Background: an optimization exercise with open tools, aiming at small area, a short achievable clock period and few clock cycles per item. Do not read the settings as production practice.
RTL that was checked went through simulation tests only; none was proved equivalent to the original.
Function not checked in runs 1 to 3 and 7: the RTL went through the layout flow alone.
Power is estimated from default activity; no workload was simulated.

===== design/flow/flow/run.sh =====
#!/bin/bash
# own flow: the standard layout, with port buffers of a plain buffer cell
set -o pipefail
cp standard.sh standard.sh.txt 2>/dev/null
cp config.mk config.mk.txt
export BUFFER_PORTS_ARGS="-buffer_cell sky130_fd_sc_hd__buf_2"
bash standard.sh > standard.log 2>&1

===== design/flow/standard.sh =====
#!/bin/bash
# synth_recipe.tcl (not shown) runs the flow's synth.tcl, then flattens the netlist and writes it again
# the make line also repeats each setting of config.mk as NAME=value (left out here)
make -C /OpenROAD-flow-scripts/flow DESIGN_CONFIG=/design/flow/config.mk WORK_HOME=/design/flow/orfs CLKGATE_MAP_FILE= SYNTH_SCRIPT=/design/flow/synth_recipe.tcl "${@:-finish}"

===== design/flow/config.mk =====
export PLATFORM = sky130hd
export DESIGN_NAME = icache_top
export DESIGN_NICKNAME = icache_top
export VERILOG_FILES = /design/flow/design.v
export SDC_FILE = /design/flow/constraint.sdc
export NUM_CORES = 4
export LEC_CHECK = 0
export CAP_MARGIN = 20
export CORE_MARGIN = 2
export CORE_UTILIZATION = 40
export SLEW_MARGIN = 20

===== design/flow/constraint.sdc =====
create_clock -name core_clock -period 4.0 [get_ports {clock_i}]
set_input_delay 0.8000 -clock core_clock [delete_from_list [all_inputs] [get_ports {clock_i}]]
set_output_delay 0.8000 -clock core_clock [all_outputs]
set_load 0.01 [all_outputs]

===== design/flow/design.v =====
package icache_pkg;
	localparam int OFFSET_W = 4;
	localparam int INDEX_W  = 4;
	localparam int ADDR_W   = 32;
	localparam int TAG_W    = ADDR_W - INDEX_W - OFFSET_W;
	typedef logic [ADDR_W-1:0]   addr_t;
	typedef logic [TAG_W-1:0]    tag_t;
	typedef logic [INDEX_W-1:0]  index_t;
	typedef logic [OFFSET_W-1:0] offset_t;
	typedef logic [31:0]         word_t;
	typedef struct packed {
		tag_t    tag;
		index_t  index;
		offset_t offset;
	} fetch_addr_t;
	typedef struct packed {
		logic valid;
		tag_t tag;
	} tag_entry_t;
	typedef enum logic [1:0] {
		REFILL_IDLE,
		REFILL_REQUEST,
		REFILL_COLLECT,
		REFILL_COMMIT
	} refill_state_t;
endpackage
module icache_top #(
	parameter int OFFSET_W = icache_pkg::OFFSET_W,
	parameter int INDEX_W  = icache_pkg::INDEX_W,
	parameter int TAG_W    = icache_pkg::ADDR_W - INDEX_W - OFFSET_W
) (
	input  logic                  clock_i,
	input  logic                  rst_n_i,
	input  logic                  fetch_i,
	input  icache_pkg::addr_t     fetch_addr_i,
	input  logic                  flush_i,
	output logic                  instr_valid_o,
	output icache_pkg::word_t     instr_o,
	output icache_pkg::addr_t     instr_addr_o,
	output logic                  miss_o,
	output logic                  mem_req_o,
	output icache_pkg::addr_t     mem_line_addr_o,
	input  logic                  mem_rvalid_i,
	input  icache_pkg::word_t     mem_rdata_i
);
	localparam int CAP = 31;
	localparam int LOW = 4;
	logic [4:0]     n_q;      
	logic           busy_q;   
	logic           lm_q;     
	logic           miss_q;
	logic           rdy_q;    
	logic           ireq_q;   
	logic           ereq_q;   
	logic [29:0]    h_q;      
	logic [1:0]     wc_q;     
	logic [LOW-1:0] ml_q;     
	logic           acc;
	logic           seq;
	logic           nz;
	logic           start;
	logic           good;
	logic           bad;
	logic           deliver;
	logic           endw;
	logic           req;
	logic           lost;
	logic           clr;
	logic [29:0]    sa;
	logic [29:0]    sb;
	logic [29:0]    sk;
	logic [29:0]    cr;
	logic [29:0]    co;
	logic [4:0]     n_d;
	logic           busy_d;
	logic           lm_d;
	logic           miss_d;
	logic [29:0]    h_d;
	logic [1:0]     wc_d;
	logic           nz_d;
	logic           rdy_d;
	assign sa = h_q;
	assign sb = {25'd0, n_q};
	assign sk = fetch_addr_i[31:2];
	assign cr = sa ^ sb ^ sk;
	assign co = (sa & sb) | (sa & cr) | (sb & cr);
	assign seq = (cr == {co[28:0], 1'b0});
	assign nz    = n_q != '0;
	assign acc   = fetch_i && !miss_q && !flush_i;
	assign start = acc && !nz;
	assign good  = acc && (!nz || seq);
	assign bad   = acc && nz && !seq;
	assign deliver = mem_rvalid_i && rdy_q;
	assign endw    = mem_rvalid_i && (wc_q == 2'd3);
	assign req     = ireq_q || (mem_rvalid_i && ereq_q);
	assign lost    = endw && lm_q && nz && !rdy_q;
	assign clr     = flush_i || lost;
	always_comb
	begin
		n_d = n_q;
		if (clr)
		begin
			n_d = '0;
		end
		else if (good && !deliver)
		begin
			n_d = n_q + 5'd1;
		end
		else if (deliver && !good)
		begin
			n_d = n_q - 5'd1;
		end
	end
	assign busy_d = req || (busy_q && !endw);
	assign lm_d   = !start && (req || (lm_q && !endw));
	assign h_d    = start ? fetch_addr_i[31:2] : (deliver ? h_q + 30'd1 : h_q);
	assign wc_d   = req ? 2'd0 : (mem_rvalid_i ? wc_q + 2'd1 : wc_q);
	assign nz_d   = n_d != '0;
	assign rdy_d  = busy_d && lm_d && nz_d && (h_d[1:0] == wc_d);
	always_comb
	begin
		if (flush_i)
		begin
			miss_d = 1'b0;
		end
		else if (miss_q)
		begin
			miss_d = nz_d;
		end
		else
		begin
			miss_d = bad || lost || (n_d >= 5'(CAP));
		end
	end
	assign mem_req_o       = req;
	assign mem_line_addr_o = {h_q[29:LOW+2], ml_q, 4'b0000};
	assign instr_valid_o   = deliver;
	assign instr_o         = mem_rdata_i;
	assign instr_addr_o    = {h_q, 2'b00};
	assign miss_o          = miss_q;
	always_ff @(posedge clock_i or negedge rst_n_i)
	begin
		if (!rst_n_i)
		begin
			n_q    <= '0;
			busy_q <= 1'b0;
			lm_q   <= 1'b0;
			miss_q <= 1'b0;
			rdy_q  <= 1'b0;
			ireq_q <= 1'b0;
			ereq_q <= 1'b0;
		end
		else
		begin
			n_q    <= n_d;
			busy_q <= busy_d;
			lm_q   <= lm_d;
			miss_q <= miss_d;
			rdy_q  <= rdy_d;
			ireq_q <= !busy_d && nz_d;
			ereq_q <= busy_d && (wc_d == 2'd3) && (lm_d
				? (rdy_d && (n_d > 5'd1) && !(&h_d[LOW+1:2]))
				: nz_d);
		end
	end
	always_ff @(posedge clock_i)
	begin
		h_q  <= h_d;
		wc_q <= wc_d;
		ml_q <= h_d[LOW+1:2] + LOW'(lm_d);
	end
endmodule

==> results.ini, run 1 <==
[die]
placementRows=36
die-height_um=104
core_area_um2=9730
die_x_um=104
io_pins=168
start_util_pct=41.0
dieArea_um2=10800

[final_layout]
multi_input_comb_area_um2=2100
regArea_um2=1240
nets=585
fin_util_pct=43.6
final_common_cell=buf_2
syn2layout_area_growth_pct=6.31
nFillCells=993
drive_above_1_share_pct=22.8
mostFrequentLayoutCells=buf_2, inv_1, xor2_1
antenna_cells=0

[setup_path]
cp.required_ps=4210
arrival_ps=3830
critPathMaxFanout=4
critPathSlowestCell=fa_1
cp-end-kind=flop
cp_slowest_stage_delay_ps=500
worstSetupPathType=input pin to flop
cp_cell_sequence=buf_2 > inv_1 > fa_1 > a22o_1 > or4_1 > nor4_2 > and4bb_1 > mux2i_1 > mux2i_4 > nand4_1 > or3_1 > o211ai_1
start_kind=input pin
cp_num_buf_inv=2
crit_family=simple AND/OR/NAND/NOR gates

[sta]
tightestPinTransition_ps=882
max_freq_mhz=276
finalHoldViolCount=0
setup_violations=0
rsz0062_at_grt=no
period_needed_ps=3620
max_slew_margin_pct=41.1
setup-tns-final_ps=0
slew_viol_final=0
skew_ps=9.80
fin_crit_sh_pct=90.5

[job]
maxCapViolations=0

[cts]
cts_tree=done
clk_pin_slew_worst_paths_ps=80
cts_hold_buf=0
clock-sinks=47
cts_setup_buffers=0
clock_latency_ps=300
htree_levels=2
numCtsBuffers=5
cts_buffer_depth=2
cts_resized=0
root_buffer=clkbuf_8

[route]
detail-route-antenna-nets=0
vias=3129
wl_per_cell_um=15.3
firstDrtPassIters=4
drt_iter0_markers=99
drc=0
wirelength_mm=9.41
vias_per_cell=5.09

[synth]
synthCells=446
postSynthAreaPerCell_um2=8.94
synth-edff-count=24
yosysWarnings=1
seq_area_frac_synth_pct=31.0
synth.ff_latch_count=47
synth-main-ff-cell=edfxtp_1
async_flop_share_pct=23.4
synth_cell_types=49
synth_area_um2=3990

[pwr]
p_per_area_nw_per_um2=533
power_leakage_nw=1.94
vdd_drop_max_mv=0.335

[place]
hpwl_mm=7.35
io_buffers=95
gp_congestion=0.840

[min_path]
hold_class=input pin to asynchronous set/reset pin

[global_route]
grt_pass1_wl_mm=15.1
antenna_found_initial=0
grt_pass1_vias=3033
grt_overflow=0
grt_max_degree=26
grt_usage_pct=17.0

[outcome]
status=finished clean

-- worst paths after layout --
check,slack [ps],start,depth (start not counted),to
worst min-delay path,360,rst_n_i,1,miss_q
worst min register to register,520,ireq_q,2,busy_q
max in group asynchronous,3430,rst_n_i,1,lm_q
worst max register to register,570,n_q[0],10,miss_q
worst max-delay path,380,fetch_addr_i[4],12,miss_q
min in group core_clock,520,ireq_q,2,busy_q
-- per-layer routing --
| metal | routed length (um) | part of all wire [%] | GRT usage (%) |
|---|---|---|---|
| met1 | 4330 | 46 | 21.8 |
| met3 | 523 | 5.6 | 3.27 |
| met2 | 4430 | 47 | 29.5 |
| met4 | 119 | 1.3 | 3.96 |
| met5 | 0 | 0 | 0 |
-- synthesized netlist by cell type (2+ instances only) --
cell type | instances | share of area [%]
a211oi_1 | 2 | 0.38
a21oi_1 | 9 | 1.1
a2bb2oi_1 | 2 | 0.44
and3_1 | 9 | 1.4
and4_1 | 3 | 0.66
buf_1 | 2 | 0.19
buf_4 | 63 | 12
clkbuf_1 | 11 | 1.0
dfrtp_1 | 11 | 6.9
dfxtp_1 | 12 | 6.0
edfxtp_1 | 24 | 18
fa_1 | 5 | 2.5
ha_1 | 30 | 9.4
inv_1 | 38 | 3.6
mux2i_1 | 3 | 0.75
nand2_1 | 32 | 3.0
nand3_1 | 16 | 2.0
nand4_1 | 14 | 2.2
nor2_1 | 25 | 2.4
nor3_1 | 7 | 0.88
nor4_1 | 3 | 0.47
nor4_2 | 2 | 0.63
o21ai_0 | 6 | 0.75
o21ai_1 | 2 | 0.25
o22ai_1 | 26 | 4.1
o2bb2ai_1 | 2 | 0.44
or2_1 | 2 | 0.31
or3_1 | 7 | 1.1
xnor2_1 | 25 | 5.5
xor2_1 | 34 | 7.5
-- report_power, final --
part           switching, mW  internal, mW
sequential             0.188         0.683
combinational          0.627         0.477
clock                  0.161         0.125
total                  0.976          1.28
-- final cells by class --
type | count | area share, %
Clock buffer | 8 | 1.89
Inverter | 38 | 3.37
Multi-Input combinational cell | 289 | 49.5
Sequential cell | 47 | 29.2
Tap cell | 133 | 3.93
Timing Repair Buffer | 100 | 12.1
-- state kept, by name (all words and copies together), names as in the netlist --
signal and count:
ereq_q 1, h_q 30, wc_q 2, ml_q 4, ireq_q 1, busy_q 1
miss_q 1, lm_q 1, rdy_q 1, n_q 5
-- kinds of logic after synthesis --
| logic type | count (synthesis) | synth area share, % |
|---|---|---|
| and+or+nand+nor | 127 | 16.5 |
| buffers and inverters | 115 | 16.8 |
| xor gates and xnor gates | 59 | 13.0 |
| AOI/OAI and AO/OA | 57 | 9.13 |
| DFF | 47 | 31.0 |
| adders and majority gates | 35 | 11.9 |
| muxes | 5 | 1.60 |
| other | 1 | 0.0941 |
-- metrics by stage --
stage	cells	hold WS, ps	worst slack (ps)	power [mW]	cell area, um^2
floorplan	451	459	389	1.69	4010
global placement	607	494	119	1.96	4160
detailed placement	607	493	101	1.98	4160
CTS	615	375	380	2.28	4240
global route	615	367	194	2.44	4240
finish	615	363	380	2.26	4240
==> inputs of run 2 (changes only) <==
--- a/design/flow/config.mk
+++ b/design/flow/config.mk
@@ -10,2 +10,3 @@
 export CORE_UTILIZATION = 40
+export SETUP_SLACK_MARGIN = 2.0
 export SLEW_MARGIN = 20
==> run 2 against run 1 <==
Against the previous run: still clean on timing, DRC and antenna; count of clock-buffer cells in the layout is 1 lower; register-to-register slack better by 60 ps; design area is 19% higher; via count is 12% higher; worst setup slack better by 190 ps; core utilization is 8.3 points higher; clock skew is 3.9 ps lower; critical path depth stayed put; synthesized area stayed put; first-iteration DRC count is 63% higher; wire length is 18% higher; largest power group unchanged.
==> results.ini, run 2 <==
[route]
vias_per_cell=5.35  ; +5.1%
detail-route-antenna-nets=0  ; unchanged
wirelength_mm=11.1  ; +18%
drc=0  ; unchanged
drt_iter0_markers=161  ; +63%
vias=3502  ; +12%
wl_per_cell_um=17.0  ; +11%
firstDrtPassIters=4  ; unchanged

[final_layout]
top_register=h_q
drive_above_1_share_pct=37.4  ; +15 points
fin_util_pct=51.9  ; +8.3 points
syn2layout_area_growth_pct=26.6
nets=625  ; +6.8%
mostFrequentLayoutCells=buf_2, xor2_1, inv_1
antenna_cells=0  ; unchanged
reg.largest.list=h_q (30), n_q (5), ml_q (4)
largest_reg_flops=30  ; unchanged
final_common_cell=buf_2

[die]
start_util_pct=41.0  ; unchanged
core_area_um2=9730  ; unchanged
placementRows=36  ; unchanged
io_pins=168  ; unchanged
die-height_um=104  ; unchanged
dieArea_um2=10800  ; unchanged
die_x_um=104  ; unchanged

[cts]
cts_hold_buf=0  ; unchanged
cts_buffer_depth=2  ; unchanged
htree_levels=2  ; unchanged
clk_pin_slew_worst_paths_ps=90  ; about the same
root_buffer=clkbuf_8
cts_tree=done
clock-sinks=47  ; unchanged
clock_latency_ps=300  ; about the same
numCtsBuffers=5  ; unchanged

[sta]
skew_ps=5.95  ; -3.85 ps
setup_violations=0  ; unchanged
finalHoldViolCount=0  ; unchanged
setup-tns-final_ps=0  ; unchanged
fin_crit_sh_pct=85.9  ; -4.6 points
slew_viol_final=0  ; unchanged
max_freq_mhz=291  ; +5.4%
period_needed_ps=3430  ; -186 ps
rsz0062_at_grt=yes

[pwr]
power_leakage_nw=2.28  ; +18%
p_per_area_nw_per_um2=524  ; -1.8%
power_mw=2.64  ; +17%
vdd_drop_max_mv=0.321  ; -4.4%

[synth]
synth_area_leaders=edfxtp_1, buf_4, ha_1, xor2_1, dfrtp_1
synth_top_area_cell=edfxtp_1
synthCells=446  ; unchanged
synth_area_um2=3990  ; unchanged
synth_most_common_cell=buf_4
yosysWarnings=1  ; unchanged
seq_area_frac_synth_pct=31.0  ; unchanged
synth-main-ff-cell=edfxtp_1
synth.top_cells.by_count=buf_4, inv_1, xor2_1
synth-edff-count=24  ; unchanged
postSynthAreaPerCell_um2=8.94  ; unchanged
synth.ff_latch_count=47  ; unchanged
async_flop_share_pct=23.4  ; unchanged
yosysTopAreaCellShare_pct=18.1  ; unchanged
synth_cell_types=49  ; unchanged

[setup_path]
critPathMaxFanout=2  ; -2
rrSetupSlack_ps=630  ; +60 ps
cp_slowest_stage_delay_ps=510  ; about the same
critPathSlowestCell=fa_1
start_kind=input pin
cpMostUsedCell=mux2i_4
crit_family=simple AND/OR/NAND/NOR gates
cp-end-kind=flop
reg2reg_to=miss_q
cp.required_ps=4230  ; +20 ps
cp_num_buf_inv=2  ; unchanged
worstSetupPathType=input pin to flop
rr_startpoint=n_q[2]
arrival_ps=3660  ; -170 ps
ff2ff_path_depth=10  ; unchanged
cp_cell_sequence=buf_8 > inv_8 > fa_1 > a22o_1 > or4_4 > nor4_4 > and4bb_2 > mux2i_4 > mux2i_4 > nand4_1 > or3_1 > o211ai_1

[global_route]
grt_pass1_wl_mm=17.7  ; +17%
grt_usage_pct=20.5  ; +3.5 points
antenna_found_initial=0  ; unchanged
grt_pass1_vias=3463  ; +14%
grt_overflow=0  ; unchanged
grt_max_degree=16  ; -38%

[min_path]
hold_class=input pin to asynchronous set/reset pin

[place]
io_buffers=95  ; unchanged
hpwl_mm=7.53  ; +2.6%
gp_congestion=0.876  ; +4.3%

[job]
maxCapViolations=0  ; unchanged

[outcome]
status=finished clean

-- run 2: cell count changes in the layout (fill, tap and decap cells not counted), sizes merged --
cell and change:
buf +32, nand2 +6, bufbuf +2, clkbuf -1
clkinv +1
-- run 2: final cells by class --
type                    count  area, um^2
repair buffers            134         928
multi-input cells         295        2470
flip-flops and latches     47        1240
clock inverters             1        5.00
inverters                  38         160
clock buffers               7        76.3
well taps                 133         166
fillers                   915        4680
-- run 2: report_power, final --
group / internal (mW) / switching, mW / leakage (nW) / total, mW
logic: 0.700 / 0.791 / 1.76 / 1.49
registers: 0.686 / 0.175 / 0.476 / 0.862
clock network: 0.123 / 0.168 / 0.0422 / 0.292
-- run 2: how the worst max path moves through the flow --
stage,end,from,slack (ps),cells after the start
final,miss_q,fetch_addr_i[4],570,12
after floorplan,miss_q,fetch_addr_i[4],490,12
after detailed placement,ereq_q,fetch_addr_i[4],50,13
after global placement,miss_q,fetch_addr_i[4],90,13
after CTS,miss_q,fetch_addr_i[4],550,12
after global routing,miss_q,fetch_addr_i[4],470,13
-- run 2: worst reg2reg max path, stage by stage (launching register included) --
cell and delay (ps):
dfrtp_2 550, fa_1 520, a22o_1 220, or4_4 430, nor4_4 150, and4bb_2 350, mux2i_4 300, mux2i_4 270
nand4_1 100, or3_1 330, o211ai_1 90
-- run 2: logic make-up after synthesis --
logic type,Yosys count,synth area share (%)
flip-flops,47,31.0
XOR/XNOR,59,13.0
AND/OR/NAND/NOR,127,16.5
AO/OA/AOI/OAI,57,9.13
buffers and inverters,115,16.8
other,1,0.0941
multiplexers,5,1.60
adder cells (fa/ha/maj),35,11.9
-- run 2: per-layer routing --
layer | global-route usage (%) | part of all wire [%] | vias to the layer above | wire length [um]
met5 | 0 | 0 | - | 0
met1 | 24.8 | 42 | 1677 | 4670
met4 | 8.01 | 2.1 | 0 | 237
li1 | - | - | 1645 | -
met3 | 4.03 | 6.8 | 22 | 761
met2 | 35.7 | 49 | 158 | 5460
-- run 2: what timing repair did --
item / in CTS / in global routing
pin swaps: 15 / 13
resized for setup: 56 / 11
gates cloned: 8 / 0
endpoints found under the hold margin: 0 / 0
setup buffers: 23 / 10
setup endpoints to repair: 68 / 64
-- run 2: metrics by stage --
step                      area [um^2]  setup slack [ps]  cells  hold slack (ps)
after floorplan                  4190               491    451              459
after global placement           4280              89.4    606              495
after detailed placement         4280              55.0    606              502
after CTS                        4940               552    645              360
after global routing             5050               473    655              368
final                            5050               566    655              356
==> inputs of run 3 (changes only) <==
--- a/design/flow/config.mk
+++ b/design/flow/config.mk
@@ -7,2 +7,3 @@
 export LEC_CHECK = 0
+export ABC_CLOCK_PERIOD_IN_PS = 1500
 export CAP_MARGIN = 20
==> run 3 against run 2 <==
Against the previous run: clock power barely moved; clock skew unchanged; combinational power barely moved; critical endpoint unchanged.
==> results.ini, run 3 <==
[synth]
synthCells=446  ; unchanged
synth.top_cells.by_count=buf_4, inv_1, xor2_1
synth_area_leaders=edfxtp_1, buf_4, ha_1, xor2_1, dfrtp_1
synth_cell_types=49  ; unchanged
postSynthAreaPerCell_um2=8.94  ; unchanged
yosysWarnings=1  ; unchanged
synth-edff-count=24  ; unchanged
synth_most_common_cell=buf_4
async_flop_share_pct=23.4  ; unchanged
seq_area_frac_synth_pct=31.0  ; unchanged
synth_top_area_cell=edfxtp_1
yosysTopAreaCellShare_pct=18.1  ; unchanged
synth_area_um2=3990  ; unchanged
synth.ff_latch_count=47  ; unchanged
synth-main-ff-cell=edfxtp_1

[pwr]
p_per_area_nw_per_um2=524  ; unchanged
p_clk_share_pct=11.0  ; about the same
power_frac_comb_pct=56.4  ; about the same
p_sw_mw=1.13  ; unchanged
intPower_mw=1.51  ; unchanged
seqPwrFrac_pct=32.6  ; about the same
vdd_drop_max_mv=0.321  ; unchanged
swShare_pct=42.9  ; unchanged
power_leakage_nw=2.28  ; unchanged

[cts]
cts_buffer_depth=2  ; unchanged
clk_pin_slew_worst_paths_ps=90  ; about the same
root_buffer=clkbuf_8
cts_tree=done
numCtsBuffers=5  ; unchanged
htree_levels=2  ; unchanged
clock-sinks=47  ; unchanged
cts_hold_buf=0  ; unchanged
clock_latency_ps=300  ; about the same

[die]
dieArea_um2=10800  ; unchanged
io_pins=168  ; unchanged
die_x_um=104  ; unchanged
core_area_um2=9730  ; unchanged
placementRows=36  ; unchanged
die-height_um=104  ; unchanged
start_util_pct=41.0  ; unchanged

[final_layout]
reg.largest.list=h_q (30), n_q (5), ml_q (4)
nets=625  ; unchanged
regArea_um2=1240  ; unchanged
multi_input_comb_area_um2=2470  ; unchanged
drive_above_1_share_pct=37.4  ; unchanged
top_register=h_q
largest_reg_flops=30  ; unchanged
antenna_cells=0  ; unchanged
mostFrequentLayoutCells=buf_2, xor2_1, inv_1
syn2layout_area_growth_pct=26.6  ; unchanged
fin_util_pct=51.9  ; unchanged
nFillCells=915  ; unchanged
final_common_cell=buf_2

[sta]
rsz0062_at_grt=yes
fin_crit_sh_pct=85.9  ; unchanged
setup-tns-final_ps=0  ; unchanged
max_freq_mhz=291  ; unchanged
finalHoldViolCount=0  ; unchanged
setup_ws_ps=566  ; unchanged
slew_viol_final=0  ; unchanged
skew_ps=5.95  ; unchanged
period_needed_ps=3430  ; unchanged
setup_violations=0  ; unchanged

[place]
hpwl_mm=7.53  ; unchanged
io_buffers=95  ; unchanged
gp_congestion=0.876  ; unchanged
pre_cts_slack_ps=55.0  ; unchanged

[global_route]
grt_pass1_vias=3463  ; unchanged
antenna_found_initial=0  ; unchanged
grt_usage_pct=20.5  ; unchanged
grt_max_degree=16  ; unchanged
grt_overflow=0  ; unchanged
grt_pass1_wl_mm=17.7  ; unchanged

[setup_path]
cp_slowest_stage_delay_ps=510  ; about the same
cp-end-kind=flop
cpMostUsedCell=mux2i_4
arrival_ps=3660  ; about the same
rrSetupSlack_ps=630  ; about the same
worstSetupPathType=input pin to flop
critPathMaxFanout=2  ; unchanged
cp_cell_sequence=buf_8 > inv_8 > fa_1 > a22o_1 > or4_4 > nor4_4 > and4bb_2 > mux2i_4 > mux2i_4 > nand4_1 > or3_1 > o211ai_1
cp.required_ps=4230  ; about the same
start_kind=input pin
critPathSlowestCell=fa_1

[route]
vias_per_cell=5.35  ; unchanged
vias=3502  ; unchanged
wl_per_cell_um=17.0  ; unchanged
wirelength_mm=11.1  ; unchanged
detail-route-antenna-nets=0  ; unchanged
firstDrtPassIters=4  ; unchanged
drc=0  ; unchanged
drt_iter0_markers=161  ; unchanged

[job]
maxCapViolations=0  ; unchanged

[min_path]
hold_class=input pin to asynchronous set/reset pin

[outcome]
status=finished clean

[run 3: worst max-delay path, delay by kind of cell]
kind / cells / cell delay [ps]
multiplexers: 2 / 560
AND/OR/NAND/NOR: 5 / 1360
buffers and inverters: 2 / 120
AO/OA/AOI/OAI: 2 / 310
adder cells (fa/ha/maj): 1 / 510
[run 3: logic make-up after synthesis]
family | count (synthesis) | synth area share (%)
AOI/OAI and AO/OA | 57 | 9.13
xor gates and xnor gates | 59 | 13.0
adders and majority gates | 35 | 11.9
buffers and inverters | 115 | 16.8
DFF | 47 | 31.0
muxes | 5 | 1.60
other | 1 | 0.0941
and+or+nand+nor | 127 | 16.5
[run 3: final timing paths]
path	endpoint	from	cells past startpoint
setup / recovery	miss_q	fetch_addr_i[4]	12
hold reg to reg	busy_q	busy_q	2
setup reg to reg	miss_q	n_q[2]	10
min in group core_clock	busy_q	busy_q	2
max in group asynchronous	n_q[2]	rst_n_i	1
hold / removal	n_q[1]	rst_n_i	1
[run 3: power groups by stage]
stage	logic [mW]	clock network [mW]	registers (mW)
global route	1.63	0.315	0.888
detailed placement	1.20	0	0.868
CTS	1.45	0.295	0.860
global placement	1.18	0	0.859
finish	1.49	0.292	0.862
floorplan	0.894	0	0.885
[run 3: metal layers]
metal | global-route usage [%] | wire length [um] | part of all wire (%)
met5 | 0 | 0 | 0
met4 | 8.01 | 237 | 2.1
met3 | 4.03 | 761 | 6.8
met2 | 35.7 | 5460 | 49
met1 | 24.8 | 4670 | 42
[run 3: layout make-up]
class	instances	share of cell area [%]
timing repair buffer	134	18.4
inverter	38	3.17
tap	133	3.30
clock inverter	1	0.0992
multi-input combinational	295	48.9
clock buffer	7	1.51
sequential	47	24.6
[run 3: timing repair]
| item | 4_1_cts | 5_1_grt |
|---|---|---|
| pin swaps | 15 | 13 |
| gates cloned | 8 | 0 |
| gates resized for setup | 56 | 11 |
| endpoints found under the setup margin | 68 | 64 |
| setup buffers | 23 | 10 |
[run 3: per-stage QoR]
step / power [mW] / hold WS, ps / instance area (um^2) / cells
floorplan: 1.78 / 459 / 4190 / 451
global placement: 2.04 / 495 / 4280 / 606
detailed placement: 2.07 / 502 / 4280 / 606
CTS: 2.60 / 360 / 4940 / 645
global route: 2.83 / 368 / 5050 / 655
finish: 2.64 / 356 / 5050 / 655
==> inputs of run 4 (changes only) <==
--- a/design/flow/design.v
+++ b/design/flow/design.v
@@ -57,8 +57,6 @@
 	logic [LOW-1:0] ml_q;     
-	logic           acc;
 	logic           seq;
 	logic           nz;
+	logic           acc;
 	logic           start;
-	logic           good;
-	logic           bad;
 	logic           deliver;
@@ -73,21 +71,38 @@
 	logic [29:0]    co;
-	logic [4:0]     n_d;
+	logic [29:0]    h_inc;
+	logic [4:0]     n_inc;
+	logic [4:0]     n_dec;
 	logic           busy_d;
 	logic           lm_d;
-	logic           miss_d;
 	logic [29:0]    h_d;
 	logic [1:0]     wc_d;
-	logic           nz_d;
-	logic           rdy_d;
-	assign sa = h_q;
-	assign sb = {25'd0, n_q};
-	assign sk = fetch_addr_i[31:2];
-	assign cr = sa ^ sb ^ sk;
-	assign co = (sa & sb) | (sa & cr) | (sb & cr);
-	assign seq = (cr == {co[28:0], 1'b0});
-	assign nz    = n_q != '0;
-	assign acc   = fetch_i && !miss_q && !flush_i;
-	assign start = acc && !nz;
-	assign good  = acc && (!nz || seq);
-	assign bad   = acc && nz && !seq;
+	logic           m_d;
+	logic [4:0]     n_d    [2];
+	logic           nz_d   [2];
+	logic           rdy_d  [2];
+	logic           miss_d [2];
+	logic           ireq_d [2];
+	logic           ereq_d [2];
+	assign sa  = h_q;
+	assign sb  = {25'd0, n_q};
+	assign sk  = fetch_addr_i[31:2];
+	assign cr  = sa ^ sb ^ sk;
+	assign co  = (sa & sb) | (sa & cr) | (sb & cr);
+	assign seq = cr == {co[28:0], 1'b0};
+	for (genvar g = 0; g < 30; g++)
+	begin : g_inc
+		if (g == 0)
+		begin : g_lsb
+			assign h_inc[g] = !h_q[0];
+		end
+		else
+		begin : g_bit
+			assign h_inc[g] = h_q[g] ^ (&h_q[g-1:0]);
+		end
+	end
+	assign n_inc = n_q + 5'd1;
+	assign n_dec = n_q - 5'd1;
+	assign nz      = n_q != '0;
+	assign acc     = fetch_i && !miss_q && !flush_i;
+	assign start   = acc && !nz;
 	assign deliver = mem_rvalid_i && rdy_q;
@@ -97,38 +112,37 @@
 	assign clr     = flush_i || lost;
-	always_comb
-	begin
-		n_d = n_q;
-		if (clr)
-		begin
-			n_d = '0;
-		end
-		else if (good && !deliver)
-		begin
-			n_d = n_q + 5'd1;
-		end
-		else if (deliver && !good)
-		begin
-			n_d = n_q - 5'd1;
-		end
-	end
 	assign busy_d = req || (busy_q && !endw);
 	assign lm_d   = !start && (req || (lm_q && !endw));
-	assign h_d    = start ? fetch_addr_i[31:2] : (deliver ? h_q + 30'd1 : h_q);
+	assign h_d    = start ? fetch_addr_i[31:2] : (deliver ? h_inc : h_q);
 	assign wc_d   = req ? 2'd0 : (mem_rvalid_i ? wc_q + 2'd1 : wc_q);
-	assign nz_d   = n_d != '0;
-	assign rdy_d  = busy_d && lm_d && nz_d && (h_d[1:0] == wc_d);
-	always_comb
-	begin
-		if (flush_i)
+	assign m_d    = h_d[1:0] == wc_d;
+	for (genvar s = 0; s < 2; s++)
+	begin : g_seq
+		logic good;
+		logic bad;
+		assign good = acc && (!nz || (s == 1));
+		assign bad  = acc && nz && (s == 0);
+		always_comb
 		begin
-			miss_d = 1'b0;
+			n_d[s] = n_q;
+			if (clr)
+			begin
+				n_d[s] = '0;
+			end
+			else if (good && !deliver)
+			begin
+				n_d[s] = n_inc;
+			end
+			else if (deliver && !good)
+			begin
+				n_d[s] = n_dec;
+			end
 		end
-		else if (miss_q)
-		begin
-			miss_d = nz_d;
-		end
-		else
-		begin
-			miss_d = bad || lost || (n_d >= 5'(CAP));
-		end
+		assign nz_d[s]  = n_d[s] != '0;
+		assign rdy_d[s] = busy_d && lm_d && nz_d[s] && m_d;
+		assign miss_d[s] = !flush_i && (miss_q ? nz_d[s]
+			: (bad || lost || (n_d[s] >= 5'(CAP))));
+		assign ireq_d[s] = !busy_d && nz_d[s];
+		assign ereq_d[s] = busy_d && (wc_d == 2'd3) && (lm_d
+			? (rdy_d[s] && (n_d[s] > 5'd1) && !(&h_d[LOW+1:2]))
+			: nz_d[s]);
 	end
@@ -154,11 +168,9 @@
 		begin
-			n_q    <= n_d;
+			n_q    <= seq ? n_d[1]    : n_d[0];
+			miss_q <= seq ? miss_d[1] : miss_d[0];
+			rdy_q  <= seq ? rdy_d[1]  : rdy_d[0];
+			ireq_q <= seq ? ireq_d[1] : ireq_d[0];
+			ereq_q <= seq ? ereq_d[1] : ereq_d[0];
 			busy_q <= busy_d;
 			lm_q   <= lm_d;
-			miss_q <= miss_d;
-			rdy_q  <= rdy_d;
-			ireq_q <= !busy_d && nz_d;
-			ereq_q <= busy_d && (wc_d == 2'd3) && (lm_d
-				? (rdy_d && (n_d > 5'd1) && !(&h_d[LOW+1:2]))
-				: nz_d);
 		end
--- a/design/flow/config.mk
+++ b/design/flow/config.mk
@@ -7,3 +7,2 @@
 export LEC_CHECK = 0
-export ABC_CLOCK_PERIOD_IN_PS = 1500
 export CAP_MARGIN = 20
==> run 4 against run 3 <==
Against the previous run: largest cell class unchanged; still clean; via count up 5.3%; design area grew 14%; first-iteration DRC count increased by 9.9%; sequential power decreased by 3.1%; non-clock buffer count rose by 30; worst setup slack improved by 590 ps; final cell count up 7.6%; highest routed layer unchanged; critical path depth decreased by 1; power up 16%; count of clock-buffer cells in the layout shrank 2; synthesized area rose by 4.0%.
==> results.ini, run 4 <==
[outcome]
status=finished clean

[final_layout]
drive_above_1_share_pct=47.8  ; +10 points
nets=676  ; +8.2%
antenna_cells=0  ; unchanged
reg.largest.list=h_q (30), n_q (5), ml_q (4)
mostFrequentLayoutCells=buf_2, xor2_1, buf_4
largest_reg_flops=30  ; unchanged
final_common_cell=buf_2
multi_input_comb_area_um2=2800  ; +13%
nFillCells=894  ; -2.3%
syn2layout_area_growth_pct=39.0
top_register=h_q
design_area_um2=5770  ; +14%
regArea_um2=1240  ; +0.20%

[sta]
skew_ps=6.61  ; +0.664 ps
period_needed_ps=2840  ; -592 ps
setup-tns-final_ps=0  ; unchanged
fin_crit_sh_pct=71.1  ; -15 points
max_freq_mhz=352  ; +21%
max_slew_margin_pct=63.9
slew_viol_final=0  ; unchanged
finalHoldViolCount=0  ; unchanged
setup_violations=0  ; unchanged
tightestPinTransition_ps=539
rsz0062_at_grt=yes

[die]
placementRows=37  ; +2.8%
core_area_um2=10200  ; +4.7%
start_util_pct=40.7  ; -0.26 points
die_x_um=106  ; +1.9%
io_pins=168  ; unchanged
die-height_um=106  ; +1.9%
dieArea_um2=11200  ; +3.9%

[place]
dpl-instance-area_um2=4470  ; +4.3%
hpwl_mm=7.45  ; -1.2%
io_buffers=95  ; unchanged
gp_congestion=0.921  ; +5.1%

[cts]
cts_hold_buf=0  ; unchanged
numCtsBuffers=5  ; unchanged
cts_buffer_depth=2  ; unchanged
root_buffer=clkbuf_8
htree_levels=2  ; unchanged
cts_tree=done
clock-sinks=47  ; unchanged
clk_pin_slew_worst_paths_ps=100  ; about the same
clock_latency_ps=320  ; +20 ps

[setup_path]
worstSetupPathType=input pin to flop
ff2ff_path_depth=9  ; -1
rrSetupSlack_ps=1180  ; +550 ps
critPathMaxFanout=4  ; +2
cp.required_ps=4230  ; about the same
cp-end-kind=flop
arrival_ps=3070  ; -590 ps
start_kind=input pin

[synth]
synthMuxAreaShare_pct=1.96  ; +0.36 points
synth_most_common_cell=buf_4
synth_area_um2=4150  ; +4.0%
synth_area_leaders=edfxtp_1, buf_4, ha_1, xor2_1, dfrtp_1
synth_compound_area_share_pct=9.63  ; +0.49 points
synthCells=467  ; +4.7%
synth_fa_ha_area_share_pct=12.9  ; +0.99 points
async_flop_share_pct=23.4  ; unchanged
postSynthAreaPerCell_um2=8.88  ; -0.66%
synth-main-ff-cell=edfxtp_1
seq_area_frac_synth_pct=29.8  ; -1.2 points
synth-edff-count=24  ; unchanged
yosysWarnings=7  ; +6
synth.ff_latch_count=47  ; unchanged
synth_top_area_cell=edfxtp_1
synth_top_family_by_area=buffers and inverters
yosys.area_share.simple_pct=15.9  ; -0.61 points
synth_cell_types=56  ; +14%
synthXorXnorAreaFrac_pct=13.7  ; +0.77 points
synth.top_cells.by_count=buf_4, nand2_1, xor2_1
yosysTopAreaCellShare_pct=17.4  ; -0.70 points

[route]
drc=0  ; unchanged
drt_iter0_markers=177  ; +9.9%
detail-route-antenna-nets=0  ; unchanged
vias_per_cell=5.23  ; -2.2%
firstDrtPassIters=4  ; unchanged
vias=3688  ; +5.3%
wl_per_cell_um=17.4  ; +2.8%
wirelength_mm=12.3  ; +11%

[global_route]
grt_overflow=0  ; unchanged
grt_pass1_wl_mm=18.7  ; +5.2%
grt_max_degree=20  ; +4
antenna_found_initial=0  ; unchanged
grt_pass1_vias=3723  ; +7.5%
grt_usage_pct=21.1  ; +0.68 points

[pwr]
swShare_pct=43.0  ; +0.063 points
intPower_mw=1.75  ; +16%
p_per_area_nw_per_um2=531  ; +1.3%
p_clk_share_pct=10.0  ; -1.0 points
power_leakage_nw=2.69  ; +18%
power_frac_comb_pct=62.7  ; +6.3 points
p_sw_mw=1.32  ; +16%
vdd_drop_max_mv=0.332  ; +3.6%
seqPwrFrac_pct=27.3  ; -5.3 points

[min_path]
hold_class=input pin to asynchronous set/reset pin

[job]
maxCapViolations=0  ; unchanged

[run 4: cell count changes after synthesis, moves of 5 or more]
cell     delta
o22ai_1    -25
xnor2_1     -6
and3_1      -5
nor2_1     -14
nand2_1    +20
or3_1       -7
xor2_1     +12
o21ai_0    +26
[run 4: power groups by stage]
stage / registers (mW) / clock network (mW) / logic, mW
after floorplan: 0.861 / 0 / 0.916
after global placement: 0.851 / 0 / 1.15
after detailed placement: 0.857 / 0 / 1.17
after CTS: 0.830 / 0.313 / 1.60
after global routing: 0.857 / 0.333 / 2.07
final: 0.835 / 0.306 / 1.92
[run 4: routing by layer]
layer | up-vias | share of wire [%] | global-route usage [%]
li1 | 1733 | - | -
met1 | 1777 | 41 | 25.6
met2 | 132 | 50 | 36.3
met3 | 46 | 5.8 | 4.27
met4 | 0 | 3.7 | 9.30
met5 | - | 0 | 0
[run 4: layout make-up]
type                    count  share of cell area (%)
flip-flops and latches     47                    21.6
multi-input cells         313                    48.6
repair buffers            164                    22.6
well taps                 136                    2.95
inverters                  37                    2.80
clock buffers               5                    1.19
clock inverters             3                   0.304
[run 4: path summary, 6_finish.rpt]
check	end	startpoint
hold / removal	busy_q	rst_n_i
setup reg to reg	rdy_q	n_q[3]
setup / recovery	rdy_q	fetch_addr_i[30]
hold reg to reg	wc_q[0]	ireq_q
max in group asynchronous	n_q[4]	rst_n_i
min in group core_clock	wc_q[0]	ireq_q
[run 4: what timing repair did]
action	in CTS	in global routing
pin swaps	19	12
setup buffers	41	19
setup endpoints to repair	70	70
gates cloned	5	0
gates resized for setup	79	71
endpoints found under the hold margin	0	0
[run 4: kinds of logic after synthesis]
family | after synthesis
muxes | 8
and+or+nand+nor | 128
adders and majority gates | 40
xor gates and xnor gates | 65
DFF | 47
buffers and inverters | 112
AOI/OAI and AO/OA | 66
other | 1
[run 4: critical path, cell delays in order]
cell and delay (ps):
buf_2 120, inv_1 60, ha_1 300, xor2_1 190, nand4_1 170, nor4_2 380, nand3_1 140, buf_6 160
nor4b_4 130, a311o_1 370, nor4_2 260
[run 4: metrics by stage]
| stage | power, mW | instances | hold WS [ps] | util [%] | setup WS (ps) |
|---|---|---|---|---|---|
| 2_1_floorplan | 1.78 | 472 | 432 | - | 1290 |
| 4_1_cts | 2.75 | 686 | 347 | 51.8 | 1250 |
| 3_3_place_gp | 2.00 | 632 | 465 | 43.8 | 748 |
| 6_report | 3.06 | 705 | 345 | 56.6 | 1160 |
| 3_5_place_dp | 2.03 | 632 | 461 | 43.8 | 733 |
| 5_1_grt | 3.26 | 705 | 346 | 56.6 | 1080 |
Testbench counts of run 4, summed over its fixed seeds: cycles 71,895, items 32,000.
==> inputs of run 5 (changes only) <==
--- a/design/flow/config.mk
+++ b/design/flow/config.mk
@@ -7,2 +7,3 @@
 export LEC_CHECK = 0
+export ABC_CLOCK_PERIOD_IN_PS = 1000
 export CAP_MARGIN = 20
@@ -10,3 +11,2 @@
 export CORE_UTILIZATION = 40
-export SETUP_SLACK_MARGIN = 2.0
 export SLEW_MARGIN = 20
==> run 5 against run 4 <==
Against the previous run: still clean on timing, DRC and antenna; clock skew up 8.2 ps; die area unchanged; flip-flop and latch count unchanged; register-to-register slack worse by 400 ps; core utilization down 13 points; largest power group unchanged.
==> results.ini, run 5 <==
[cts]
cts_setup_buffers=0  ; -100%
cts_buffer_depth=2  ; unchanged
root_buffer=clkbuf_8
clock-sinks=47  ; unchanged
cts_tree=done
cts_hold_buf=0  ; unchanged
clock_latency_ps=310  ; about the same
cts_resized=0  ; -100%
htree_levels=2  ; unchanged
clk_pin_slew_worst_paths_ps=100  ; about the same
numCtsBuffers=5  ; unchanged

[pwr]
p_sw_mw=0.990  ; -25%
power_frac_comb_pct=48.3  ; -14 points
swShare_pct=43.3  ; +0.33 points
power_mw=2.29  ; -25%
p_per_area_nw_per_um2=513  ; -3.4%
intPower_mw=1.30  ; -26%
vdd_drop_max_mv=0.297  ; -11%
power_leakage_nw=2.08  ; -23%
seqPwrFrac_pct=36.4  ; +9.1 points
p_clk_share_pct=15.3  ; +5.3 points

[synth]
synthCells=467  ; unchanged
async_flop_share_pct=23.4  ; unchanged
synthMuxAreaShare_pct=1.96  ; unchanged
yosysWarnings=7  ; unchanged
synth_most_common_cell=buf_4
synth.ff_latch_count=47  ; unchanged
postSynthAreaPerCell_um2=8.88  ; unchanged
synth.top_cells.by_count=buf_4, nand2_1, xor2_1
synth_compound_area_share_pct=9.63  ; unchanged
synth_cell_types=56  ; unchanged
synthXorXnorAreaFrac_pct=13.7  ; unchanged
synth_fa_ha_area_share_pct=12.9  ; unchanged
synth_area_um2=4150  ; unchanged
seq_area_frac_synth_pct=29.8  ; unchanged
yosys.area_share.simple_pct=15.9  ; unchanged
synth_top_area_cell=edfxtp_1
synth-main-ff-cell=edfxtp_1
synth_top_family_by_area=buffers and inverters
synth-edff-count=24  ; unchanged
synth_area_leaders=edfxtp_1, buf_4, ha_1, xor2_1, dfrtp_1
yosysTopAreaCellShare_pct=17.4  ; unchanged

[final_layout]
drive_above_1_share_pct=23.4  ; -24 points
final_common_cell=buf_2
nets=615  ; -9.0%
top_register=h_q
reg.largest.list=h_q (30), n_q (5), ml_q (4)
largest_reg_flops=30  ; unchanged
nFillCells=1016  ; +14%
syn2layout_area_growth_pct=7.54
antenna_cells=0  ; unchanged
regArea_um2=1240  ; -0.60%
mostFrequentLayoutCells=buf_2, nand2_1, xor2_1
multi_input_comb_area_um2=2270  ; -19%

[sta]
setup_violations=0  ; unchanged
period_needed_ps=3220  ; +373 ps
skew_ps=14.8  ; +8.19 ps
tightestPinTransition_ps=602  ; +63.1 ps
slew_viol_final=0  ; unchanged
rsz0062_at_grt=no
fin_crit_sh_pct=80.4  ; +9.3 points
setup-tns-final_ps=0  ; unchanged
max_freq_mhz=311  ; -12%
setup_ws_ps=784  ; -373 ps
max_slew_margin_pct=59.5  ; -4.4 points
finalHoldViolCount=0  ; unchanged

[global_route]
grt_pass1_wl_mm=15.3  ; -18%
grt_usage_pct=17.2  ; -4.0 points
grt_pass1_vias=3117  ; -16%
grt_max_degree=25  ; +25%
antenna_found_initial=0  ; unchanged
grt_overflow=0  ; unchanged

[setup_path]
critPathSlowestCell=or4b_1
cp.required_ps=4220  ; about the same
cp-end-kind=flop
critPathMaxFanout=8  ; +4
worstSetupPathType=flop to flop
start_kind=flop
arrival_ps=3440  ; +370 ps
cp_cell_sequence=inv_1 > ha_1 > or4b_1 > o21ai_2 > nand2_1 > a311oi_1 > nor4b_1 > a311o_1 > nor4_2
cp_slowest_stage_delay_ps=660  ; +280 ps

[route]
wirelength_mm=9.68  ; -21%
drt_iter0_markers=125  ; -29%
vias=3299  ; -11%
firstDrtPassIters=4  ; unchanged
drc=0  ; unchanged
vias_per_cell=5.12  ; -2.1%
detail-route-antenna-nets=0  ; unchanged
wl_per_cell_um=15.0  ; -14%

[job]
maxCapViolations=0  ; unchanged

[die]
dieArea_um2=11200  ; unchanged
io_pins=168  ; unchanged
placementRows=37  ; unchanged
start_util_pct=40.7  ; unchanged
die_x_um=106  ; unchanged
core_area_um2=10200  ; unchanged
die-height_um=106  ; unchanged

[place]
gp_congestion=0.889  ; -3.5%
io_buffers=95  ; unchanged
hpwl_mm=7.59  ; +1.9%
pre_cts_slack_ps=653  ; -79.4 ps

[outcome]
status=finished clean

[min_path]
hold_class=input pin to asynchronous set/reset pin

run 5: logic make-up after synthesis:
group / count (synthesis)
adders and majority gates: 40
AOI/OAI and AO/OA: 66
buffers and inverters: 112
other: 1
xor gates and xnor gates: 65
muxes: 8
DFF: 47
and+or+nand+nor: 128
run 5: final timing paths:
check | to | cells after the start | slack, ps | from
min in group core_clock | wc_q[0] | 1 | 480 | ireq_q
worst max-delay path | rdy_q | 9 | 780 | n_q[1]
worst min-delay path | lm_q | 1 | 350 | rst_n_i
worst min register to register | wc_q[0] | 1 | 480 | ireq_q
max in group asynchronous | n_q[4] | 1 | 3420 | rst_n_i
worst max register to register | rdy_q | 9 | 780 | n_q[1]
run 5: layout make-up:
cell class | count | area share (%)
multi-input cells | 313 | 50.9
well taps | 136 | 3.82
repair buffers | 103 | 12.0
clock inverters | 2 | 0.337
inverters | 37 | 3.11
flip-flops and latches | 47 | 27.7
clock buffers | 6 | 2.10
run 5: stage by stage:
step	cell area [um^2]	std cells	util, %	hold slack, ps
after global routing	4460	644	43.8	351
after floorplan	4170	472	-	432
after CTS	4460	644	43.8	349
after detailed placement	4350	636	42.7	465
final	4460	644	43.8	354
after global placement	4350	636	42.7	457
run 5: power by group through the flow:
| stage | Combinational, mW | Clock, mW | Sequential (mW) |
|---|---|---|---|
| final | 1.10 | 0.349 | 0.833 |
| after global routing | 1.24 | 0.376 | 0.860 |
| after CTS | 1.11 | 0.364 | 0.835 |
| after detailed placement | 1.11 | 0 | 0.846 |
| after global placement | 1.09 | 0 | 0.839 |
| after floorplan | 0.808 | 0 | 0.857 |
run 5: per-layer routing:
metal | wire [um] | global-route usage [%]
met1 | 4320 | 22.9
met2 | 4620 | 28.3
met3 | 554 | 2.60
met4 | 184 | 5.92
met5 | 0 | 0
run 5: worst max-delay path, delay by kind of cell (launching register included):
| family | cells | cell delay (ps) |
|---|---|---|
| fa+ha+maj | 1 | 260 |
| buf+inv | 1 | 120 |
| compound gates | 3 | 1150 |
| flops | 1 | 490 |
| simple gates | 4 | 1110 |
==> inputs of run 6 (changes only) <==
--- a/design/flow/config.mk
+++ b/design/flow/config.mk
@@ -11,2 +11,3 @@
 export CORE_UTILIZATION = 40
+export SETUP_SLACK_MARGIN = 1.0
 export SLEW_MARGIN = 20
==> run 6 against run 5 <==
Against the previous run: still clean on timing, DRC and antenna; sequential power is 1% lower; clock skew down 4.8 ps; critical path depth unchanged; design area rose by 2.9%; wire length is 1.5% higher; global-route usage rose by 0.43 points; sequential share of layout area fell by 0.72 points; die area did not move; power increased by 3.4%; maximum frequency grew 13%; critical endpoint unchanged; highest routed layer unchanged.
==> results.ini, run 6 <==
[synth]
synth_most_common_cell=buf_4
synthCells=467  ; unchanged
synth.top_cells.by_count=buf_4, nand2_1, xor2_1
seq_area_frac_synth_pct=29.8  ; unchanged
synth_area_um2=4150  ; unchanged
synth-main-ff-cell=edfxtp_1
yosysWarnings=7  ; unchanged
postSynthAreaPerCell_um2=8.88  ; unchanged
synth_top_area_cell=edfxtp_1
yosysTopAreaCellShare_pct=17.4  ; unchanged
async_flop_share_pct=23.4  ; unchanged
synth_cell_types=56  ; unchanged
synth_area_leaders=edfxtp_1, buf_4, ha_1, xor2_1, dfrtp_1
synth-edff-count=24  ; unchanged
synth.ff_latch_count=47  ; unchanged

[final_layout]
antenna_cells=0  ; unchanged
reg.largest.list=h_q (30), n_q (5), ml_q (4)
top_register=h_q
syn2layout_area_growth_pct=10.6
nets=625  ; +1.6%
largest_reg_flops=30  ; unchanged
mostFrequentLayoutCells=buf_2, nand2_1, xor2_1
drive_above_1_share_pct=27.0  ; +3.6 points
design_area_um2=4590  ; +2.9%
final_common_cell=buf_2

[place]
dpl-instance-area_um2=4350  ; unchanged
gp_congestion=0.883  ; -0.66%
hpwl_mm=7.52  ; -0.91%
io_buffers=95  ; unchanged

[setup_path]
rrSetupSlack_ps=1150  ; +370 ps
reg2reg_to=rdy_q
cpMostUsedCell=a311o_1
worstSetupPathType=flop to flop
cp_cell_sequence=inv_1 > ha_2 > or4b_4 > a21o_2 > a311o_1 > nand3_1 > nor4b_1 > a311o_1 > nor4_2
cp-end-kind=flop
critPathMaxFanout=7  ; -1
cp.required_ps=4230  ; about the same
rr_startpoint=n_q[0]
start_kind=flop
cp_slowest_stage_delay_ps=550  ; -110 ps
critPathSlowestCell=or4b_4
arrival_ps=3080  ; -360 ps
ff2ff_path_depth=9  ; unchanged

[route]
firstDrtPassIters=4  ; unchanged
drc=0  ; unchanged
wirelength_mm=9.82  ; +1.5%
wl_per_cell_um=15.0  ; about the same
vias=3299  ; unchanged
vias_per_cell=5.04  ; -1.5%
drt_iter0_markers=158  ; +26%
detail-route-antenna-nets=0  ; unchanged

[die]
placementRows=37  ; unchanged
io_pins=168  ; unchanged
die-height_um=106  ; unchanged
die_x_um=106  ; unchanged
core_area_um2=10200  ; unchanged
dieArea_um2=11200  ; unchanged
start_util_pct=40.7  ; unchanged

[sta]
setup-tns-final_ps=0  ; unchanged
fin_crit_sh_pct=71.3  ; -9.1 points
period_needed_ps=2850  ; -365 ps
rsz0062_at_grt=no
setup_violations=0  ; unchanged
max_slew_margin_pct=58.6  ; -0.89 points
max_freq_mhz=351  ; +13%
skew_ps=10.0  ; -4.79 ps
finalHoldViolCount=0  ; unchanged
tightestPinTransition_ps=616  ; +13.3 ps
slew_viol_final=0  ; unchanged

[job]
maxCapViolations=0  ; unchanged

[cts]
cts_hold_buf=0  ; unchanged
clock_latency_ps=320  ; about the same
cts_buffer_depth=2  ; unchanged
clock-sinks=47  ; unchanged
clk_pin_slew_worst_paths_ps=110  ; about the same
htree_levels=2  ; unchanged
root_buffer=clkbuf_8
numCtsBuffers=5  ; unchanged
cts_tree=done

[pwr]
p_clk_share_pct=14.0  ; -1.3 points
vdd_drop_max_mv=0.273  ; -8.1%
seqPwrFrac_pct=34.8  ; -1.6 points
power_frac_comb_pct=51.1  ; +2.8 points
p_sw_mw=1.03  ; +3.9%
p_per_area_nw_per_um2=515  ; +0.54%
power_leakage_nw=2.14  ; +2.8%
intPower_mw=1.34  ; +3.1%
swShare_pct=43.5  ; +0.20 points

[outcome]
status=finished clean

[global_route]
grt_pass1_vias=3171  ; +1.7%
antenna_found_initial=0  ; unchanged
grt_usage_pct=17.6  ; +0.43 points
grt_pass1_wl_mm=15.8  ; +2.8%
grt_max_degree=30  ; +20%
grt_overflow=0  ; unchanged

[min_path]
hold_class=input pin to asynchronous set/reset pin

## run 6: worst max path at each step
| stage | from | to | slack [ps] | cells past startpoint |
|---|---|---|---|---|
| global route | fetch_addr_i[5] | rdy_q | 1010 | 10 |
| CTS | n_q[1] | rdy_q | 1000 | 9 |
| detailed placement | fetch_addr_i[4] | rdy_q | 650 | 10 |
| global placement | fetch_addr_i[4] | rdy_q | 720 | 10 |
| finish | n_q[0] | rdy_q | 1150 | 9 |
| floorplan | fetch_addr_i[3] | rdy_q | 1050 | 10 |
## run 6: layout make-up
class,instances,area (um^2)
fillers,1015,5600
multi-input cells,313,2310
flip-flops and latches,47,1240
repair buffers,113,623
well taps,136,170
inverters,37,143
clock buffers,5,68.8
clock inverters,3,28.8
## run 6: what timing repair did
action / 4_1_cts / 5_1_grt
setup buffers: 3 / 7
setup endpoints to repair: 4 / 4
resized for setup: 5 / 7
pin swaps: 1 / 3
## run 6: critical path: cells and delay by family, from the launching register on
family / cells / cell delay (ps)
compound gates: 3 / 1010
simple gates: 4 / 990
flops: 1 / 460
fa+ha+maj: 1 / 230
buf+inv: 1 / 70
## run 6: cell families (layout without fill, tap and decap cells)
kind of cell	Yosys count	after routing	synth area share, %
adder cells (fa/ha/maj)	40	40	12.9
AO/OA/AOI/OAI	66	66	9.63
flip-flops	47	47	29.8
other	1	6	0.0904
AND/OR/NAND/NOR	128	128	15.9
XOR/XNOR	65	65	13.7
buffers and inverters	112	158	16.0
multiplexers	8	8	1.96
## run 6: metal layers
layer  vias up  share of wire [%]  global-route usage, %
met5         -                  0                      0
met4         0               0.98                   3.85
met3        10                5.6                   3.53
met2       114                 48                   29.6
met1      1543                 46                   23.3
li1       1632                  -                      -
## run 6: per-stage QoR
step                      total power [mW]  setup WS [ps]  std cells  hold slack [ps]  utilization [%]
after global routing                  2.56           1010        654              343             45.0
after global placement                1.95            719        636              458             42.7
final                                 2.36           1150        654              346             45.0
after CTS                             2.33           1000        647              345             44.2
after detailed placement              1.96            654        636              450             42.7
after floorplan                       1.67           1050        472              432                -
## run 6: power groups by stage
stage	Combinational, mW	Clock, mW	Sequential [mW]
floorplan	0.812	0	0.854
global placement	1.10	0	0.841
detailed placement	1.11	0	0.847
CTS	1.15	0.342	0.839
global route	1.36	0.356	0.849
finish	1.21	0.332	0.824
==> inputs of run 7 (changes only) <==
--- a/design/flow/design.v
+++ b/design/flow/design.v
@@ -57,2 +57,4 @@
 	logic [LOW-1:0] ml_q;     
+	logic [4:0]     el_q;     
+	logic           c_q;      
 	logic           seq;
@@ -66,7 +68,8 @@
 	logic           clr;
-	logic [29:0]    sa;
-	logic [29:0]    sb;
-	logic [29:0]    sk;
-	logic [29:0]    cr;
-	logic [29:0]    co;
+	logic [24:0]    pm;
+	logic [24:0]    hh_inc;
+	logic           eq_lo;
+	logic           eq0;
+	logic           eq1;
+	logic           dh;
 	logic [29:0]    h_inc;
@@ -85,13 +88,9 @@
 	logic           ereq_d [2];
-	assign sa  = h_q;
-	assign sb  = {25'd0, n_q};
-	assign sk  = fetch_addr_i[31:2];
-	assign cr  = sa ^ sb ^ sk;
-	assign co  = (sa & sb) | (sa & cr) | (sb & cr);
-	assign seq = cr == {co[28:0], 1'b0};
-	for (genvar g = 0; g < 30; g++)
-	begin : g_inc
+	logic [4:0]     el_d   [2];
+	logic           c_d    [2];
+	for (genvar g = 0; g < 25; g++)
+	begin : g_pm
 		if (g == 0)
 		begin : g_lsb
-			assign h_inc[g] = !h_q[0];
+			assign pm[g] = 1'b1;
 		end
@@ -99,5 +98,11 @@
 		begin : g_bit
-			assign h_inc[g] = h_q[g] ^ (&h_q[g-1:0]);
+			assign pm[g] = &h_q[g+4:5];
 		end
 	end
+	assign hh_inc = h_q[29:5] ^ pm;
+	assign h_inc  = {h_q[29:5] ^ (pm & {25{&h_q[4:0]}}), h_q[4:0] + 5'd1};
+	assign eq_lo = fetch_addr_i[6:2] == el_q;
+	assign eq0   = fetch_addr_i[31:7] == h_q[29:5];
+	assign eq1   = fetch_addr_i[31:7] == hh_inc;
+	assign seq   = eq_lo && (c_q ? eq1 : eq0);
 	assign n_inc = n_q + 5'd1;
@@ -112,2 +117,3 @@
 	assign clr     = flush_i || lost;
+	assign dh      = deliver && (&h_q[4:0]);
 	assign busy_d = req || (busy_q && !endw);
@@ -121,4 +127,8 @@
 		logic bad;
+		logic ge;
 		assign good = acc && (!nz || (s == 1));
 		assign bad  = acc && nz && (s == 0);
+		assign ge   = acc && nz && (s == 1);
+		assign el_d[s] = start ? fetch_addr_i[6:2] + 5'd1 : (ge ? el_q + 5'd1 : el_q);
+		assign c_d[s]  = start ? (&fetch_addr_i[6:2]) : ((ge && (&el_q)) || (c_q && !dh));
 		always_comb
@@ -182,2 +192,4 @@
 		ml_q <= h_d[LOW+1:2] + LOW'(lm_d);
+		el_q <= seq ? el_d[1] : el_d[0];
+		c_q  <= seq ? c_d[1]  : c_d[0];
 	end
==> run 7 against run 6 <==
Against the previous run: die area grew 9.4%; clock skew is 1.8 ps lower; largest power group unchanged; synthesized area is 9.8% higher; worst setup slack lost 470 ps; wire length grew 25%; critical endpoint is now miss_q; power rose by 16%; final cell count grew 13%; core utilization increased by 4.1 points; design area grew 18%; flip-flop and latch count up 6.
==> results.ini, run 7 <==
[outcome]
status=finished clean

[global_route]
antenna_found_initial=1  ; +1
grt_overflow=0  ; unchanged
grt_max_degree=39  ; +30%
grt_pass1_wl_mm=19.7  ; +25%
grt_usage_pct=19.4  ; +1.8 points
grt_pass1_vias=4048  ; +28%

[final_layout]
final_common_cell=buf_2
reg.largest.list=h_q (30), el_q (5), n_q (5)
drive_above_1_share_pct=30.3  ; +3.3 points
syn2layout_area_growth_pct=18.6
fin_util_pct=49.1  ; +4.1 points
mostFrequentLayoutCells=buf_2, nand2_1, xnor2_1
largest_reg_flops=30  ; unchanged
nets=685  ; +9.6%
antenna_cells=0  ; unchanged
top_register=h_q

[cts]
clock-sinks=53  ; +13%
clock_latency_ps=310  ; about the same
root_buffer=clkbuf_16
cts_buffer_depth=2  ; unchanged
htree_levels=2  ; unchanged
numCtsBuffers=5  ; unchanged
clk_pin_slew_worst_paths_ps=80  ; -30 ps
cts_tree=done
cts_hold_buf=0  ; unchanged

[place]
io_buffers=95  ; unchanged
pre_cts_slack_ps=516  ; -139 ps
hpwl_mm=8.80  ; +17%
gp_congestion=0.849  ; -3.8%

[pwr]
power_leakage_nw=2.21  ; +3.3%
vdd_drop_max_mv=0.376  ; +38%
power_frac_comb_pct=48.9  ; -2.2 points
seqPwrFrac_pct=34.0  ; -0.8 points
swShare_pct=42.2  ; -1.3 points
p_clk_share_pct=17.1  ; +3.1 points
p_sw_mw=1.16  ; +13%
p_per_area_nw_per_um2=510  ; -0.99%
intPower_mw=1.59  ; +19%

[route]
drc=0  ; unchanged
drt_iter0_markers=235  ; +49%
vias_per_cell=5.49  ; +8.8%
detail-route-antenna-nets=0  ; unchanged
wirelength_mm=12.2  ; +25%
vias=4062  ; +23%
wl_per_cell_um=16.6  ; +10%
firstDrtPassIters=4  ; unchanged

[synth]
yosysTopAreaCellShare_pct=19.1  ; +1.8 points
synth_top_area_cell=edfxtp_1
synth_cell_types=69  ; +23%
synth-edff-count=29  ; +21%
synthCells=532  ; +14%
yosysWarnings=9  ; +2
synth-main-ff-cell=edfxtp_1
synth.ff_latch_count=53  ; +13%
synth_area_um2=4550  ; +9.8%
synth_most_common_cell=nand2_1
postSynthAreaPerCell_um2=8.56  ; -3.6%
seq_area_frac_synth_pct=30.9  ; +1.1 points
async_flop_share_pct=20.8  ; -2.6 points
synth_area_leaders=edfxtp_1, buf_4, xnor2_1, dfrtp_1, nand2_1
synth.top_cells.by_count=nand2_1, buf_4, xnor2_1

[setup_path]
start_kind=flop
reg2reg_to=miss_q
cpMostUsedCell=nor4_4
worstSetupPathType=flop to flop
cp-end-kind=flop
cp.required_ps=4200  ; -30 ps
critPathMaxFanout=7  ; unchanged
critical_path.startpoint=h_q[18]
critPathSlowestCell=edfxtp_1
rr_startpoint=h_q[18]
arrival_ps=3520  ; +440 ps
cp_cell_sequence=nand3_4 > nor4_4 > and2_1 > ha_2 > a31oi_1 > a221o_1 > a2111o_1 > nor4_4 > nand4_2 > buf_6 > or3_1 > a32o_1
ff2ff_path_depth=12  ; +3
cp_slowest_stage_delay_ps=530  ; -20 ps
rrSetupSlack_ps=670  ; -470 ps
setup.worst_path.end=miss_q

[sta]
skew_ps=8.25  ; -1.77 ps
rsz0062_at_grt=yes
fin_crit_sh_pct=83.1  ; +12 points
max_freq_mhz=301  ; -14%
slew_viol_final=0  ; unchanged
setup_violations=0  ; unchanged
tightestPinTransition_ps=630  ; +14.8 ps
max_slew_margin_pct=57.7  ; -0.96 points
setup_ws_ps=674  ; -475 ps
hold_ws_ps=351  ; +5.16 ps
finalHoldViolCount=0  ; unchanged
period_needed_ps=3330  ; +475 ps
setup-tns-final_ps=0  ; unchanged

[die]
core_area_um2=11000  ; +7.8%
placementRows=38  ; +2.7%
io_pins=168  ; unchanged
die_x_um=111  ; +4.6%
dieArea_um2=12200  ; +9.4%
die-height_um=111  ; +4.6%
start_util_pct=41.4  ; +0.73 points

[job]
maxCapViolations=0  ; unchanged

[min_path]
hold_class=input pin to asynchronous set/reset pin

## run 7: cell count changes after synthesis, sizes merged, moves of 5 or more
| cell | before | now |
|---|---|---|
| a31oi | 1 | 6 |
| buf | 65 | 70 |
| edfxtp | 24 | 29 |
| fa | 5 | 0 |
| ha | 34 | 17 |
| inv | 36 | 11 |
| mux2i | 7 | 12 |
| nand2 | 52 | 73 |
| nor2 | 12 | 33 |
| nor3 | 4 | 16 |
| nor4 | 5 | 11 |
| o211ai | 0 | 5 |
| xnor2 | 19 | 44 |
| xor2 | 46 | 27 |
## run 7: critical path, delay by kind of cell, from the launching register on
family / cells / cell delay, ps
buffers and inverters: 1 / 160
AOI/OAI and AO/OA: 4 / 930
and+or+nand+nor: 6 / 1400
DFF: 1 / 530
adders and majority gates: 1 / 190
## run 7: routing by layer
| layer | up-vias | share of wire (%) | GRT usage [%] |
|---|---|---|---|
| li1 | 1951 | - | - |
| met1 | 1943 | 44 | 24.5 |
| met2 | 137 | 49 | 32.5 |
| met3 | 29 | 5.5 | 4.59 |
| met4 | 2 | 2.1 | 6.75 |
| met5 | - | 0.11 | 0 |
## run 7: worst min path at each step
stage            start      to  slack [ps]  cells after the start
2_1_floorplan   ireq_q  busy_q         460                      2
3_3_place_gp    ireq_q  busy_q         490                      2
3_5_place_dp    ireq_q  busy_q         490                      2
4_1_cts        rst_n_i  n_q[2]         360                      1
5_1_grt        rst_n_i  n_q[2]         370                      1
6_report       rst_n_i  n_q[2]         350                      1
## run 7: layout make-up
| type | count | area (um^2) |
|---|---|---|
| fill | 1043 | 5590 |
| sequential | 53 | 1410 |
| inverter | 11 | 41.3 |
| multi-input combinational | 389 | 2770 |
| tap | 140 | 175 |
| clock inverter | 3 | 26.3 |
| timing repair buffer | 139 | 851 |
| clock buffer | 5 | 125 |
## run 7: logic make-up (layout without fill, tap and decap cells)
group	count (synthesis)	in the layout	share of synthesized area, %
XOR/XNOR	71	71	13.7
AO/OA/AOI/OAI	85	85	11.9
AND/OR/NAND/NOR	195	195	22.3
adder cells (fa/ha/maj)	17	17	4.67
multiplexers	15	15	3.38
flip-flops	53	53	30.9
other	1	6	0.0824
buffers and inverters	95	158	13.1
## run 7: what timing repair did
action | 4_1_cts | 5_1_grt
setup endpoints to repair | 21 | 22
pin swaps | 5 | 13
buffers inserted | 15 | 16
resized for setup | 11 | 25
## run 7: stage by stage
step	power, mW	instance area [um^2]	instances
final	2.75	5400	740
after global placement	2.12	4840	701
after floorplan	1.83	4660	537
after global routing	2.95	5400	740
after detailed placement	2.16	4840	701
after CTS	2.69	5160	724
## run 7: power by group through the flow
stage | combinational, mW | clock [mW] | sequential [mW]
6_report | 1.35 | 0.472 | 0.936
5_1_grt | 1.49 | 0.498 | 0.960
4_1_cts | 1.28 | 0.482 | 0.931
3_5_place_dp | 1.19 | 0 | 0.961
3_3_place_gp | 1.17 | 0 | 0.955
2_1_floorplan | 0.885 | 0 | 0.949

static timing again, ports no longer ideal:
Ports are ideal in the flow. The routed layouts listed here were re-timed in OpenROAD.
Step 1, drivers: a clkbuf_16 drives clock_i and a buf_2 each remaining input, both assumed.
Step 2 also shifts input and output timing later by t, the mid clock arrival at the registers, as if the neighbouring blocks saw the same clock.
a / b / c = ideal / step 1 / step 2; a / b = the first two.
| run | t (ns) | setup slack, ns | hold WS [ns] | slew at the worst register clock pin (ns) |
|---|---|---|---|---|
| run 1 | 0.327 | 0.380 / 0.387 / 0.060 | 0.363 / 0.352 / 0.516 | 0.09 / 0.09 |
| run 2 | 0.330 | 0.566 / 0.547 / 0.217 | 0.356 / 0.346 / 0.566 | 0.09 / 0.09 |
| run 3 | 0.330 | 0.566 / 0.547 / 0.217 | 0.356 / 0.346 / 0.566 | 0.09 / 0.09 |
| run 4 | 0.343 | 1.157 / 1.154 / 0.812 | 0.345 / 0.338 / 0.483 | 0.10 / 0.10 |
| run 5 | 0.336 | 0.784 / 0.784 / 0.685 | 0.354 / 0.345 / 0.483 | 0.11 / 0.11 |
| run 6 | 0.342 | 1.149 / 1.149 / 0.847 | 0.346 / 0.335 / 0.468 | 0.11 / 0.11 |
| run 7 | 0.343 | 0.674 / 0.674 / 0.674 | 0.351 / 0.334 / 0.504 | 0.08 / 0.08 |
After both steps setup and hold are still met in every run listed.
